This is an optimization exercise on Yosys and OpenROAD, whose aim is small area, not a production implementation.
At most, simulation tests tie the RTL to the original design; equivalence was not proved.
Power and IR drop assume default switching activity.

==> inputs of trial 24 <==
## pot_pickup_cv_mixer
module pot_pickup_cv_mixer (
	input  logic        clk,
	input  logic        arst_n,
	input  logic        in_valid,
	output logic        in_ready,
	input  logic [1:0]  in_kind,
	input  logic [4:0]  in_preset,
	input  logic [1:0]  in_knob,
	input  logic [11:0] in_knob_reading,
	input  logic [11:0] in_cv_reading,
	input  logic [7:0]  in_range_low,
	input  logic [7:0]  in_range_high,
	input  logic [7:0]  in_load_value,
	output logic        out_valid,
	input  logic        out_ready,
	output logic [11:0] out_drive_level,
	output logic [7:0]  out_param_value,
	output logic        out_picked_up,
	input  logic        cfg_we,
	input  logic [1:0]  cfg_index,
	input  logic [6:0]  cfg_data
);
export LEC_CHECK = 0
export CAP_MARGIN = 20
export CORE_MARGIN = 2
export CORE_UTILIZATION = 70
export SLEW_MARGIN = 20
create_clock -name core_clock -period 12.0 [get_ports {clk}]
standard.sh (not shown) runs the stock make flow with config.mk's settings and CLKGATE_MAP_FILE= SYNTH_SCRIPT=/design/flow/synth_recipe.tcl, a recipe that flattens the netlist after the stock synthesis.
==> flow/flow/run.sh <==
#!/bin/bash
# Standard layout with smaller clock-tree and port buffers.
set -euo pipefail
export CTS_ARGS="-sink_clustering_enable -repair_clock_nets -dont_use_dummy_load -sink_clustering_size 10 -sink_clustering_max_diameter 40 -buf_list sky130_fd_sc_hd__clkbuf_4"
export BUFFER_PORTS_ARGS="-buffer_cell sky130_fd_sc_hd__buf_1"
bash standard.sh > standard_make.log 2>&1
==> build 87 (differences from trial 24) <==
==> flow/flow/run.sh (replaced) <==
#!/bin/bash
# Standard layout with smaller clock-tree and port buffers.
set -euo pipefail
export CTS_ARGS="-sink_clustering_enable -repair_clock_nets -dont_use_dummy_load -sink_clustering_size 16 -sink_clustering_max_diameter 50 -buf_list sky130_fd_sc_hd__clkbuf_8"
export BUFFER_PORTS_ARGS="-buffer_cell sky130_fd_sc_hd__buf_1"
bash standard.sh > standard_make.log 2>&1
==> build 3 (differences from trial 24) <==
--- a/flow/design.v
+++ b/flow/design.v
@@ -300,37 +300,67 @@
 				2'd0: cv_mode_q   <= cfg_data[1:0];
 				2'd1: cv_target_q <= cfg_data[1:0];
 				2'd2: d_q         <= (cfg_data > 7'd100) ? 7'd100 : cfg_data;
 				default: ;
 			endcase
 		end
 	end
+	logic [4:0] st_nx;
+	always_comb begin
+		st_nx = ST_IDLE;
+		unique case (st_q)
+			ST_LDC: st_nx = ST_MULD;
+			ST_MULD: st_nx = ST_DIV100;
+			ST_DIV100: st_nx = ST_ZH1;
+			ST_ZH1: st_nx = ST_MULC;
+			ST_MULC: st_nx = ST_CORC;
+			ST_CORC: st_nx = ST_ACCC;
+			ST_INITH: st_nx = ST_DIV200;
+			ST_DIV200: st_nx = ST_ZH2;
+			ST_ZH2: st_nx = ST_MULH;
+			ST_MULH: st_nx = ST_CORH;
+			ST_CORH: st_nx = ST_ACCH;
+			ST_ACCH: st_nx = ST_CD1;
+			ST_CD1: st_nx = ST_CD2;
+			ST_CD2: st_nx = ST_CD3;
+			ST_CD3: st_nx = ST_LDP;
+			ST_LDP: st_nx = ST_MULP;
+			ST_MULP: st_nx = ST_CORP;
+			ST_CORP: st_nx = ST_ACCP;
+			ST_ACCP: st_nx = ST_FINP;
+			ST_ADDLO: st_nx = ST_FV1;
+			ST_FV1: st_nx = ST_FV2;
+			ST_FV2: st_nx = ST_HEAD;
+			ST_DIVM: st_nx = ST_CPY;
+			default: ;
+		endcase
+	end
 	always_ff @(posedge clk or negedge arst_n) begin
 		if (!arst_n) begin
 			st_q <= ST_IDLE;
 		end else begin
 			unique case (st_q)
 				ST_IDLE: if (start) begin
 					if (in_kind != 2'd0 || knob3) st_q <= ST_WAIT;
 					else if (mix)                 st_q <= ST_LDC;
 					else                          st_q <= ST_LDP;
 				end
 				ST_MULD, ST_DIV100, ST_MULC, ST_DIV200, ST_MULH, ST_MULP, ST_DIVM:
-					if (last) st_q <= st_q + 5'd1;
+					if (last) st_q <= st_nx;
 				ST_ACCC: st_q <= mode2 ? ST_INITH : ST_LDP;
 				ST_FINP: st_q <= !mix ? ST_FV2 : (mode2 ? ST_FV1 : ST_ADDLO);
 				ST_HEAD: if (at_entry) begin
 					if (take)       st_q <= ST_IDLE;
 					else if (valid) st_q <= ST_CMP;
 					else            st_q <= ST_WAIT;
 				end
 				ST_CMP:  st_q <= qb ? ST_WAIT : ST_DIVM;
 				ST_CPY:  if (last) st_q <= ST_WAIT;
 				ST_WAIT: if (take) st_q <= ST_IDLE;
-				default: st_q <= st_q + 5'd1;
+				default: st_q <= st_nx;
 			endcase
 		end
 	end
 	always_ff @(posedge clk) begin
 		if ((is_mul || is_div || st_q == ST_CPY) && !last) cnt_q <= cnt_q + 4'd1;
 		else cnt_q <= '0;
 	end
==> flow/flow/run.sh (replaced) <==
#!/bin/bash
# Standard layout with smaller clock-tree and port buffers.
set -euo pipefail
export CTS_ARGS="-sink_clustering_enable -repair_clock_nets -dont_use_dummy_load -sink_clustering_size 20 -sink_clustering_max_diameter 60 -buf_list sky130_fd_sc_hd__clkbuf_8 -root_buf sky130_fd_sc_hd__clkbuf_16 -sink_clustering_buffer sky130_fd_sc_hd__clkbuf_8"
export BUFFER_PORTS_ARGS="-buffer_cell sky130_fd_sc_hd__buf_1"
bash standard.sh > standard_make.log 2>&1
==> summary of the runs <==
Count of clock-buffer cells in the layout: trial 24 > build 87 > build 3. Synthesized cell count: trial 24 is higher than build 3 (1.4%). Via count: build 3 < build 87 < trial 24. Against build 3, the global-route usage of build 87 is lower by 0.20 points. Wire length, highest first: build 3, build 87, trial 24. Of build 3 and build 87, build 3 has the higher critical path depth (gap 2). In die area, trial 24 and build 87 do not differ. In cell area, trial 24 and build 3 hardly differ. Clock skew, lowest first: build 3, build 87, trial 24.
==> figures <==
item                                                                         build 87                    build 3                  trial 24
Share of power burned in combinational logic                                    0.389                      0.376                     0.395
Slew at the pin with the worst max-slew slack                                 1154 ps                    1155 ps                   1147 ps
Sw power                                                                   0.002742 W                 0.002558 W                0.002697 W
Proportion of total power due to net switching                                 0.3651                     0.3591                    0.3674
R2R cell count                                                                     23                         25                        23
HPWL reported at the end of detailed placement                               32.47 mm                   33.71 mm                  32.47 mm
WP data arrival                                                              11490 ps                   11900 ps                  11460 ps
Maximum vdd drop                                                             289.0 uV                   305.7 uV                  290.5 uV
Via count                                                                       12110                      12093                     12151
CTS Root Cell                                                                clkbuf_8                  clkbuf_16                  clkbuf_4
Hold EP                                                      u_ram.ring_q[12]$_DFF_P_  u_ram.ring_q[710]$_DFF_P_  u_ram.ring_q[16]$_DFF_P_
Outcome                                              no timing/DRC/antenna violations  no timing/DRC/antenna violations  no timing/DRC/antenna violations
Final Skew                                                                   98.41 ps                   86.62 ps                  109.9 ps
Routability cong.                                                              0.9243                     0.9650                    0.9243
Delay contributed by the slowest stage of the critical path                    900 ps                     490 ps                    900 ps
Drt initial violations                                                           1392                       1415                      1181
Clock period minus final worst setup slack                                   11200 ps                   11640 ps                  11000 ps
Non-Clock Buffer Count                                                            113                        131                       113
Number of iterations in the first detailed-routing pass                             7                          7                        12
Largest net degree at the start of global routing                                  44                         47                        44
No functional check of the RTL was part of trial 24 and build 87.

## port drivers added, routing unchanged
How much do the figures lean on ideal ports? The routed layouts below were timed once more, with nothing changed but the port constraints. Step 1 sets driving cells, clkbuf_16 on the clock port and buf_2 on the other inputs (assumed; they add their load-dependent delay and slew). Step 2 also shifts input and output timing later by t, the mid clock arrival at the registers, as if the neighbouring blocks saw the same clock. a / b / c = ideal ports / drivers / drivers and shift; a / b = the first two.
run	t (ns)	setup WS [ns]	hold slack, ns	slew at the worst register clock pin (ns)
trial 24	0.805	1.000 / 1.020 / 0.215	0.289 / 0.289 / 0.289	0.12 / 0.12
build 87	0.617	0.796 / 0.817 / 0.199	0.278 / 0.278 / 0.278	0.11 / 0.11
build 3	0.582	0.356 / 0.394 / -0.188	0.307 / 0.307 / 0.307	0.12 / 0.12
With both steps, setup timing fails in build 3, where it was met with ideal ports. For trial 24, which loses most, drivers alone change the setup slack by +0.020 ns; drivers and shift together by -0.785 ns.
